Source: an optimization exercise on an open RTL-to-GDS flow (aim: a short achievable clock period and few clock cycles per item). Production flows keep margins and buffers that such runs may drop. Function was checked by simulation only, so behaviour that the tests miss may differ from the original.

## build 51
==> flow/design.v <==
package mont_modexp_pkg;
    localparam int EXP_W_DEF = 16;
    localparam int DATA_W    = 16;
    localparam int PROD_W    = 32;
    localparam int NBITS_W   = 5;
    localparam logic [NBITS_W-1:0] N_MAX = 5'd15;
    typedef enum logic [2:0] {
        S_IDLE,
        S_CONV_B,
        S_CONV_1,
        S_SQR,
        S_MUL,
        S_OUT,
        S_DONE,
        S_FAIL
    } state_e;
endpackage
import mont_modexp_pkg::*;
module mont_reduce
(
    input  logic [PROD_W-1:0]  x_i,
    input  logic [DATA_W-1:0]  m_i,
    input  logic [DATA_W-1:0]  m_inv_i,
    input  logic [NBITS_W-1:0] n_i,
    output logic [DATA_W-1:0]  r_o
);
    logic [DATA_W-1:0] mask;
    logic [DATA_W-1:0] mu;
    logic [PROD_W-1:0] mu_m;
    logic [PROD_W-1:0] sum;
    logic [DATA_W:0]   t;
    logic [DATA_W:0]   t_sub;
    assign mask = ~({DATA_W{1'b1}} << n_i);
    assign mu = (x_i[DATA_W-1:0] * m_inv_i) & mask;
    assign mu_m = {{(PROD_W-DATA_W){1'b0}}, mu}
                * {{(PROD_W-DATA_W){1'b0}}, m_i};
    assign sum = x_i + mu_m;
    assign t = (DATA_W+1)'(sum >> n_i);
    assign t_sub = t - {1'b0, m_i};
    assign r_o = t_sub[DATA_W] ? t[DATA_W-1:0] : t_sub[DATA_W-1:0];
endmodule
import mont_modexp_pkg::*;
module mont_modexp
#(
    parameter int EXP_W = EXP_W_DEF
) (
    input  logic               clk,
    input  logic               rst,
    input  logic               start,
    input  logic [DATA_W-1:0]  base,
    input  logic [EXP_W-1:0]   exp,
    input  logic [DATA_W-1:0]  m,
    input  logic [DATA_W-1:0]  m_inv,
    input  logic [DATA_W-1:0]  r2,
    input  logic [NBITS_W-1:0] n,
    output logic               busy,
    output logic               done,
    output logic               err,
    output logic [DATA_W-1:0]  result
);
    localparam logic [2:0] Q_IDLE = 3'd0;
    localparam logic [2:0] Q_CONV = 3'd1;
    localparam logic [2:0] Q_LOOP = 3'd2;
    localparam logic [2:0] Q_OUT  = 3'd3;
    localparam logic [2:0] Q_DONE = 3'd4;
    localparam logic [2:0] Q_FAIL = 3'd5;
    function automatic logic params_legal(
        input logic [DATA_W-1:0]  mod,
        input logic [NBITS_W-1:0] nb
    );
        params_legal = mod[0] && (nb != '0) && (nb <= N_MAX)
                       && ((mod >> nb) == '0);
    endfunction
    logic [2:0]         state_q;
    logic               busy_q, done_q, err_q;
    logic [DATA_W-1:0]  base_q, m_q, minv_q, r2_q, s_q, acc_q, result_q;
    logic [NBITS_W-1:0] n_q;
    logic [EXP_W-1:0]   exp_q;
    logic               one_q;      
    logic [DATA_W-1:0]  sa, sb, red_s;
    logic [PROD_W-1:0]  prod_s;
    always_comb begin
        sa = s_q;
        sb = s_q;
        unique case (state_q)
            Q_CONV:  begin sa = base_q; sb = r2_q; end
            Q_OUT:   begin sa = acc_q;  sb = DATA_W'(1); end
            default: ;
        endcase
    end
    assign prod_s = {{(PROD_W-DATA_W){1'b0}}, sa} * {{(PROD_W-DATA_W){1'b0}}, sb};
    mont_reduce u_red_s (.x_i(prod_s), .m_i(m_q), .m_inv_i(minv_q), .n_i(n_q), .r_o(red_s));
    logic [PROD_W-1:0]  prod_m;
    logic [DATA_W-1:0]  red_m;
    assign prod_m = {{(PROD_W-DATA_W){1'b0}}, acc_q} * {{(PROD_W-DATA_W){1'b0}}, s_q};
    mont_reduce u_red_m (.x_i(prod_m), .m_i(m_q), .m_inv_i(minv_q), .n_i(n_q), .r_o(red_m));
    always_ff @(posedge clk or posedge rst) begin
        if (rst) begin
            state_q <= Q_IDLE;
            busy_q  <= 1'b0;
            done_q  <= 1'b0;
            err_q   <= 1'b0;
        end else begin
            unique case (state_q)
                Q_IDLE: begin
                    done_q <= 1'b0;
                    if (start) begin
                        if (params_legal(m, n)) begin
                            busy_q  <= 1'b1;
                            state_q <= Q_CONV;
                        end else begin
                            done_q  <= 1'b1;
                            err_q   <= 1'b1;
                            state_q <= Q_FAIL;
                        end
                    end
                end
                Q_CONV: state_q <= Q_LOOP;
                Q_LOOP: if (exp_q[EXP_W-1:1] == '0) state_q <= Q_OUT;
                Q_OUT: begin
                    busy_q  <= 1'b0;
                    done_q  <= 1'b1;
                    err_q   <= 1'b0;
                    state_q <= Q_DONE;
                end
                Q_DONE, Q_FAIL: begin
                    done_q  <= 1'b0;
                    state_q <= Q_IDLE;
                end
                default: state_q <= Q_IDLE;
            endcase
        end
    end
    always_ff @(posedge clk) begin
        unique case (state_q)
            Q_IDLE: begin
                base_q <= base;
                exp_q  <= exp;
                m_q    <= m;
                minv_q <= m_inv;
                r2_q   <= r2;
                n_q    <= n;
                one_q  <= 1'b1;
            end
            Q_CONV: s_q <= red_s;
            Q_LOOP: begin
                if (exp_q[0]) begin
                    acc_q <= one_q ? s_q : red_m;
                    one_q <= 1'b0;
                end
                s_q   <= red_s;
                exp_q <= exp_q >> 1;
            end
            Q_OUT: result_q <= one_q ? ((m_q == DATA_W'(1)) ? '0 : DATA_W'(1)) : red_s;
            default: ;
        endcase
    end
    assign busy   = busy_q;
    assign done   = done_q;
    assign err    = err_q;
    assign result = result_q;
endmodule
clock: 21.0 ns
lec_check: 0
cap_margin: 20
core_margin: 2
core_utilization: 40
setup_slack_margin: 2.0
slew_margin: 20
run.sh (not shown) runs the stock make flow with config.mk's settings and CLKGATE_MAP_FILE= SYNTH_SCRIPT=/design/flow/synth_recipe.tcl, a recipe that flattens the netlist after the stock synthesis.
Build 51: no failed stages, no open violations at the end
Testbench counts of build 51, summed over its fixed seeds: cycles 75,991, items 4,000.
Setup changes, build 51 to build 32
# build 51
export LEC_CHECK = 0
export CAP_MARGIN = 20
export CORE_MARGIN = 2
export CORE_UTILIZATION = 40
export SETUP_SLACK_MARGIN = 2.0
export SLEW_MARGIN = 20
create_clock -name core_clock -period 21.0 [get_ports {clk}]
# build 32
export LEC_CHECK = 0
export CAP_MARGIN = 20
export CORE_MARGIN = 2
export CORE_UTILIZATION = 40
export SETUP_SLACK_MARGIN = 3.0
export SLEW_MARGIN = 20
export SYNTH_HIERARCHICAL = 1
create_clock -name core_clock -period 21.0 [get_ports {clk}]
Results
Per the final summary, build 32 finished and its layout is clean on timing, DRC and antenna.
Proportion of cell area occupied by registers: build 32 vs build 51, no meaningful difference
Build 51 → build 32: clock-pin slew on the worst setup and hold paths closely matched the old numbers; mux contribution to synthesized area now sits higher.
Setup changes, build 32 to build 8
# build 32
export LEC_CHECK = 0
export CAP_MARGIN = 20
export CORE_MARGIN = 2
export CORE_UTILIZATION = 40
export SETUP_SLACK_MARGIN = 3.0
export SLEW_MARGIN = 20
export SYNTH_HIERARCHICAL = 1
create_clock -name core_clock -period 21.0 [get_ports {clk}]
# build 8
export LEC_CHECK = 0
export CAP_MARGIN = 20
export CORE_MARGIN = 2
export CORE_UTILIZATION = 40
export SLEW_MARGIN = 20
create_clock -name core_clock -period 21.0 [get_ports {clk}]
### Flow results
- Comparing build 32 and build 8, the higher number of distinct library cells after synthesis is on build 8.
- The cell at the slowest stage of the critical path comes out fa_2 in one run and fa_1 in the other, namely in build 8 and build 32 respectively.
- Against build 32, build 8 comes in 1760 ps higher on worst path arrival time.
- Re number of instances in the synthesized netlist: build 32 and build 8 aren't equal, and the higher value belongs to build 8.

Starts from the design.v that is shown in full above.
clock: 21.0 ns
lec_check: 0
cap_margin: 20
core_margin: 2
core_utilization: 40
setup_slack_margin: 4.0
slew_margin: 20
synth_hierarchical: 1
Testbench counts at the start, summed over its fixed seeds: cycles 75,991, items 4,000.
==> next run, changes <==
- SETUP_SLACK_MARGIN: 4.0 -> 2.0
After rerunning:
- cell area came out lower slightly
- wire length came out lower by a few percent
- die area is unchanged
- hold slack improved by 0.012 ns

## static timing again, ports no longer ideal
No port has a modelled driver above. Below, the same layouts with a new extraction and two added sets of constraints. Step 1, drivers: a clkbuf_16 drives clk and a buf_2 each remaining input, both assumed. Step 2 adds t to the input delays and takes it off the output delays; t is the mean of the earliest and latest rising clock arrival at the registers after step 1. Input paths then give back, and output paths get back, about the clock's delay inside the block. Three values: no drivers, after step 1, after step 2; two values: the first two.
run | t, ns | setup WS [ns] | slew at the worst register clock pin (ns) | worst slew at a driven data input, ns | pins driven straight from the clock port
build 51 | 0.603 | 1.631 / 1.631 / 1.631 | 0.10 / 0.10 | 0.15 | 1
build 32 | 0.599 | 2.431 / 2.431 / 2.431 | 0.09 / 0.09 | 0.18 | 1
build 8 | 0.615 | 0.664 / 0.664 / 0.664 | 0.11 / 0.11 | 0.18 | 1
the first run of note 2 | 0.572 | 2.472 / 2.472 / 2.472 | 0.10 / 0.10 | 0.18 | 1
the second run of note 2 | 0.593 | 2.493 / 2.493 / 2.493 | 0.10 / 0.10 | 0.06 | 1
After both steps setup and hold are still met in every run listed.
